What follows belongs to an exercise in optimizing a design on an open flow for small area, a short achievable clock period and few clock cycles per item; a production flow would make more cautious choices. In this exercise RTL edits were held to simulation tests only and were not proved equivalent to the original. No activity file was given, so power comes from the tool's default toggle rates.

==> inputs of quartz <==
==> flow/design.v <==
package bsort_pkg;
    localparam logic [1:0] KEY_FULL = 2'd0;
    localparam logic [1:0] KEY_R    = 2'd1;
    localparam logic [1:0] KEY_G    = 2'd2;
    localparam logic [1:0] KEY_B    = 2'd3;
endpackage
module bsort_cas
#(
    parameter int DATA_W = 24
) (
    input  logic [DATA_W-1:0] a_pix_i,
    input  logic [DATA_W-1:0] b_pix_i,
    input  logic [1:0]        key_sel_i,
    output logic              gt_o
);
    localparam int CH_W = DATA_W / 3;
    function automatic logic [1:0] cmp_ch(input logic [CH_W-1:0] a, input logic [CH_W-1:0] b);
        logic g, e;
        g = 1'b0;
        e = 1'b1;
        for (int i = CH_W - 1; i >= 0; i--) begin
            g = g | (e & a[i] & ~b[i]);
            e = e & ~(a[i] ^ b[i]);
        end
        cmp_ch = {g, e};
    endfunction
    logic g2, g1, g0, e2, e1;
    assign {g2, e2} = cmp_ch(a_pix_i[3*CH_W-1 -: CH_W], b_pix_i[3*CH_W-1 -: CH_W]);
    assign {g1, e1} = cmp_ch(a_pix_i[2*CH_W-1 -: CH_W], b_pix_i[2*CH_W-1 -: CH_W]);
    assign g0       = cmp_ch(a_pix_i[CH_W-1   -: CH_W], b_pix_i[CH_W-1   -: CH_W]) >> 1;
    assign gt_o = (key_sel_i == bsort_pkg::KEY_R) ? g2 :
                  (key_sel_i == bsort_pkg::KEY_G) ? g1 :
                  (key_sel_i == bsort_pkg::KEY_B) ? g0 :
                  (g2 | (e2 & (g1 | (e1 & g0))));
endmodule
module bsort_engine
#(
    parameter int DEPTH  = 32,
    parameter int DATA_W = 24,
    parameter int IDX_W  = $clog2(DEPTH)
) (
    input  logic              clk,
    input  logic              reset_n,
    input  logic              load,
    input  logic [DATA_W-1:0] in,
    input  logic [1:0]        key_sel,
    input  logic              descend,
    output logic              busy,
    output logic              out_valid,
    input  logic              out_ready,
    output logic [IDX_W-1:0]  image_out_index,
    output logic [DATA_W-1:0] out_data,
    output logic [1:0]        color_index,
    output logic              done
);
    localparam int               NRUN     = 4;
    localparam int               RUN_W    = $clog2(NRUN);
    localparam int               RUN_N    = DEPTH / NRUN;
    localparam int               POS_W    = IDX_W - RUN_W;       
    localparam int               CH_W     = DATA_W / 3;
    localparam int               ENT_W    = DATA_W + POS_W;
    localparam logic [IDX_W-1:0] LAST_IDX = IDX_W'(DEPTH - 1);
    logic              busy_q;
    logic [IDX_W-1:0]  ld_cnt_q;      
    logic              ins_q;         
    logic              prime_q;       
    logic              out_valid_q;
    logic              last_q;        
    logic [POS_W:0]    tk_cnt_q [NRUN];    
    logic [1:0]        key_sel_q;
    logic              descend_q;
    logic [ENT_W-1:0]        new_q;   
    logic [DATA_W+IDX_W-1:0] out_q;   
    logic [ENT_W-1:0]  ent_q [DEPTH];
    logic              accept;
    logic              pop;
    logic              fetch;
    logic              last_pop;
    logic              desc_now;
    logic [POS_W-1:0]  run_n;
    logic [NRUN-1:0]   run_ok;
    logic [NRUN-1:0]   take;
    logic [NRUN-1:0]   run_left;      
    logic [ENT_W-1:0]  head [NRUN];
    assign accept   = load && !busy_q;
    assign pop      = out_valid_q && out_ready;
    assign run_n    = new_q[POS_W-1:0];    
    assign desc_now = (ld_cnt_q == '0) ? descend : descend_q;
    assign last_pop = out_ready && last_q;    
    assign fetch    = prime_q || (pop && !last_pop);
    for (genvar r = 0; r < NRUN; r++) begin : g_run
        assign head[r]   = ent_q[DEPTH - 1 - r * RUN_N];
        assign run_ok[r] = !tk_cnt_q[r][POS_W];
        assign run_left[r] = run_ok[r] && !(take[r] && (tk_cnt_q[r][POS_W-1:0] == '1));
    end
    logic beats [NRUN][NRUN];
    for (genvar a = 0; a < NRUN; a++) begin : g_pa
        for (genvar b = a + 1; b < NRUN; b++) begin : g_pb
            logic gt;
            bsort_cas #(.DATA_W(DATA_W)) u_hc (
                .a_pix_i   (head[a][ENT_W-1 -: DATA_W]),
                .b_pix_i   (head[b][ENT_W-1 -: DATA_W]),
                .key_sel_i (key_sel_q),
                .gt_o      (gt)
            );
            assign beats[a][b] = !gt;
            assign beats[b][a] = gt;
        end
    end
    for (genvar a = 0; a < NRUN; a++) begin : g_win
        logic [NRUN-1:0] ok;
        for (genvar b = 0; b < NRUN; b++) begin : g_b
            if (a == b) begin : g_self
                assign ok[b] = run_ok[a];
            end else begin : g_other
                assign ok[b] = !run_ok[b] || beats[a][b];
            end
        end
        assign take[a] = fetch && (&ok);
    end
    always_ff @(posedge clk or negedge reset_n) begin
        if (!reset_n) begin
            busy_q      <= 1'b0;
            ld_cnt_q    <= '0;
            ins_q       <= 1'b0;
            prime_q     <= 1'b0;
            out_valid_q <= 1'b0;
            last_q      <= 1'b0;
            key_sel_q   <= bsort_pkg::KEY_FULL;
            descend_q   <= 1'b0;
            for (int r = 0; r < NRUN; r++) tk_cnt_q[r] <= '0;
        end else begin
            ins_q   <= accept;
            prime_q <= ins_q && busy_q;            
            if (accept) begin
                ld_cnt_q <= ld_cnt_q + 1'b1;
                if (ld_cnt_q == '0) begin
                    key_sel_q <= key_sel;
                    descend_q <= descend;
                end
                if (ld_cnt_q == LAST_IDX) busy_q <= 1'b1;
            end
            if (prime_q) out_valid_q <= 1'b1;
            for (int r = 0; r < NRUN; r++) begin
                if (take[r]) tk_cnt_q[r] <= tk_cnt_q[r] + 1'b1;
            end
            if (fetch) last_q <= (run_left == '0);
            if (last_pop) begin
                out_valid_q <= 1'b0;
                last_q      <= 1'b0;
                busy_q      <= 1'b0;
                for (int r = 0; r < NRUN; r++) tk_cnt_q[r] <= '0;
            end
        end
    end
    always_ff @(posedge clk) begin
        new_q <= {in ^ {DATA_W{desc_now}}, ld_cnt_q[POS_W-1:0]};    
    end
    logic [ENT_W-1:0] win;
    logic [RUN_W-1:0] win_run;
    always_comb begin
        win     = '0;
        win_run = '0;
        for (int r = 0; r < NRUN; r++) begin
            win     = win | (head[r] & {ENT_W{take[r]}});
            win_run = win_run | (RUN_W'(r) & {RUN_W{take[r]}});
        end
    end
    always_ff @(posedge clk or negedge reset_n) begin
        if (!reset_n)      out_q <= '0;
        else if (fetch)    out_q <= {win[ENT_W-1 -: DATA_W] ^ {DATA_W{descend_q}}, win_run, win[POS_W-1:0]};
        else if (last_pop) out_q <= '0;
    end
    logic [RUN_N-1:0] shift;
    for (genvar i = 0; i < RUN_N; i++) begin : g_cmp
        logic gt;
        bsort_cas #(.DATA_W(DATA_W)) u_cas (
            .a_pix_i   (ent_q[i][ENT_W-1 -: DATA_W]),
            .b_pix_i   (new_q[ENT_W-1 -: DATA_W]),
            .key_sel_i (key_sel_q),
            .gt_o      (gt)
        );
        assign shift[i] = (POS_W'(i) >= run_n) || !gt;
    end
    for (genvar i = 0; i < RUN_N; i++) begin : g_act
        logic             sel_new, sel_prev, sel_hold;
        logic [ENT_W-1:0] prev;
        if (i == 0) begin : g_first
            assign sel_new  = ins_q && shift[0];
            assign sel_prev = 1'b0;
            assign prev     = '0;
        end else begin : g_rest
            assign sel_new  = ins_q && shift[i] && !shift[i-1];
            assign sel_prev = (ins_q && shift[i-1]) || take[NRUN-1];
            assign prev     = ent_q[i-1];
        end
        assign sel_hold = !(sel_new || sel_prev);
        always_ff @(posedge clk) begin
            ent_q[i] <= ({ENT_W{sel_hold}} & ent_q[i])
                      | ({ENT_W{sel_new}}  & new_q)
                      | ({ENT_W{sel_prev}} & prev);
        end
    end
    for (genvar i = RUN_N; i < DEPTH; i++) begin : g_up
        localparam int R = NRUN - 1 - i / RUN_N;    
        logic sel_prev;
        if (i % RUN_N == 0) begin : g_bottom
            assign sel_prev = ins_q;
        end else begin : g_inner
            assign sel_prev = ins_q || take[R];
        end
        always_ff @(posedge clk) begin
            if (sel_prev) ent_q[i] <= ent_q[i-1];
        end
    end
    logic [DATA_W-1:0] out_pix;
    assign out_pix = out_q[DATA_W+IDX_W-1 -: DATA_W];
    assign busy            = busy_q;
    assign out_valid       = out_valid_q;
    assign out_data        = out_pix;
    assign image_out_index = out_q[IDX_W-1:0];
    assign color_index     = (key_sel_q == bsort_pkg::KEY_G) ? out_pix[2*CH_W-1 -: 2] :
                             (key_sel_q == bsort_pkg::KEY_B) ? out_pix[CH_W-1 -: 2] :
                                                               out_pix[DATA_W-1 -: 2];
    assign done            = last_pop;
endmodule
==> flow/flow/run.sh <==
#!/bin/bash
set -euo pipefail
CTS="-sink_clustering_enable -repair_clock_nets -dont_use_dummy_load -sink_clustering_size 16 -sink_clustering_max_diameter 50 -buf_list sky130_fd_sc_hd__clkbuf_8"
bash standard.sh "CTS_ARGS=$CTS" "BUFFER_PORTS_ARGS=-inputs -outputs -buffer_cell sky130_fd_sc_hd__buf_1" SETUP_SLACK_MARGIN=5.7 finish > make_finish.log 2>&1
==> flow/standard.sh <==
#!/bin/bash
# synth_recipe.tcl (not shown) runs the flow's synth.tcl, then flattens the netlist and writes it again
# the make line also repeats each setting of config.mk as NAME=value (left out here)
make -C /OpenROAD-flow-scripts/flow DESIGN_CONFIG=/design/flow/config.mk WORK_HOME=/design/flow/orfs CLKGATE_MAP_FILE= SYNTH_SCRIPT=/design/flow/synth_recipe.tcl "${@:-finish}"
==> flow/config.mk <==
export PLATFORM = sky130hd
export DESIGN_NAME = bsort_engine
export DESIGN_NICKNAME = bsort_engine
export VERILOG_FILES = /design/flow/design.v
export SDC_FILE = /design/flow/constraint.sdc
export NUM_CORES = 4
export LEC_CHECK = 0
export CAP_MARGIN = 20
export CORE_MARGIN = 2
export CORE_UTILIZATION = 70
export PLACE_DENSITY = 0.76
export SLEW_MARGIN = 20
==> flow/constraint.sdc <==
create_clock -name core_clock -period 10.0 [get_ports {clk}]
set_input_delay 2.0000 -clock core_clock [delete_from_list [all_inputs] [get_ports {clk}]]
set_output_delay 2.0000 -clock core_clock [all_outputs]
set_load 0.01 [all_outputs]
==> cedar (differences from quartz) <==
==> flow/flow/run.sh (replaced) <==
#!/bin/bash
set -euo pipefail
CTS="-sink_clustering_enable -repair_clock_nets -dont_use_dummy_load -sink_clustering_size 24 -sink_clustering_max_diameter 35 -buf_list sky130_fd_sc_hd__clkbuf_8"
bash standard.sh "CTS_ARGS=$CTS" "BUFFER_PORTS_ARGS=-inputs -outputs -buffer_cell sky130_fd_sc_hd__buf_1" SETUP_SLACK_MARGIN=5.7 finish > make_finish.log 2>&1
==> qor summary <==
quantity                                                                            cedar          quartz
Run status                                                                 finished clean  finished clean
Number of search-and-repair iterations in the first detailed-routing pass               6               9
Launch point of the worst hold path                                         ent_q[24][19]   ent_q[12][26]
Global-route wire length before repair                                          138900 um       137800 um
GR Util met3                                                                      0.05136         0.04472
Capture instance of the worst register-to-register path                      ent_q[6][14]       out_q[28]
Leakage power                                                                    14.85 nW        14.51 nW
Final instance area                                                             42060 um2       41420 um2
Routed met3 length                                                                6943 um         6885 um
Wire length on met1                                                              37520 um        37200 um
Relative contribution of combinational cells to total power                         0.361           0.368
Quantity of gates resized following cts                                                44              42
Maximum clock frequency                                                         228.9 MHz       228.9 MHz
Testbench counts of quartz, summed over its fixed seeds: cycles 12,672, images 192.
Testbench counts of cedar, summed over its fixed seeds: cycles 12,672, images 192.


==> inputs of juniper <==
Starts from the design.v that is shown in full above.
clock: 10.0 ns
lec_check: 0
cap_margin: 20
core_margin: 2
core_utilization: 80
place_density: 0.86
slew_margin: 20
standard.sh (not shown) runs the stock make flow with config.mk's settings and CLKGATE_MAP_FILE= SYNTH_SCRIPT=/design/flow/synth_recipe.tcl, a recipe that flattens the netlist after the stock synthesis.
==> flow/flow/run.sh <==
#!/bin/bash
set -euo pipefail
CTS="-sink_clustering_enable -repair_clock_nets -dont_use_dummy_load -sink_clustering_size 16 -sink_clustering_max_diameter 50 -buf_list sky130_fd_sc_hd__clkbuf_8"
bash standard.sh "CTS_ARGS=$CTS" "BUFFER_PORTS_ARGS=-inputs -outputs -buffer_cell sky130_fd_sc_hd__buf_1" SETUP_SLACK_MARGIN=5.7 finish > make_finish.log 2>&1
==> yarrow (differences from juniper) <==
==> flow/flow/run.sh (replaced) <==
#!/bin/bash
set -euo pipefail
CTS="-sink_clustering_enable -repair_clock_nets -dont_use_dummy_load -sink_clustering_size 16 -sink_clustering_max_diameter 50 -buf_list sky130_fd_sc_hd__clkbuf_8"
bash standard.sh "CTS_ARGS=$CTS" SETUP_SLACK_MARGIN=5.7 finish > make_finish.log 2>&1
- CORE_UTILIZATION: 80 -> 55
- PLACE_DENSITY: 0.86 -> unset
==> impl_metrics.yaml <==
route:
  viasPerCell: 7.21
clock_tree:
  clk_pin_slew_ns: 0.09
sta:
  fin_worst_skew_ns: 0.112
finish:
  multi_input_area_share: 0.289
outcome:
  status: "finished clean"
Source of the figures above: juniper

==> impl_metrics.yaml <==
outcome:
  status: "finished clean"
worst_setup_path:
  cp_top_family: "buffers and inverters"
  path_class: "in -> out"
clock_tree:
  clk_pin_slew_ns: 0.07
synth:
  syn_area_per_cell_um2: 13.4
route:
  drt-total-wl_um: 93300
Source of the figures above: yarrow

Testbench counts of juniper, summed over its fixed seeds: cycles 12,672, images 192.
Testbench counts of yarrow, summed over its fixed seeds: cycles 12,672, images 192.

==> port drivers added, routing unchanged <==
How much do the figures lean on ideal ports? The routed layouts below were timed once more, with nothing changed but the port constraints.
Step 1 assumes that a clkbuf_16 drives the clock port and a buf_2 every other input.
Step 2 adds t to the input delays and takes it off the output delays; t is the mean of the earliest and latest rising clock arrival at the registers after step 1. Input paths then give back, and output paths get back, about the clock's delay inside the block.
Slacks: ideal ports / drivers / drivers and shift; pairs: ideal ports / drivers.
run | t, ns | setup slack, ns | worst register clock-pin slew, ns | worst slew at a driven data input, ns
quartz | 0.717 | 5.632 / 5.550 / 5.455 | 0.11 / 0.11 | 0.10
cedar | 0.769 | 5.632 / 5.545 / 5.545 | 0.10 / 0.10 | 0.11
juniper | 0.731 | 5.642 / 5.599 / 5.428 | 0.11 / 0.11 | 0.05
yarrow | 0.739 | 5.627 / 5.534 / 5.490 | 0.10 / 0.10 | 0.12
After both steps every run listed still meets setup and hold. The setup slack of juniper, which loses most, moves by -0.043 ns with the drivers and by -0.214 ns with both steps.
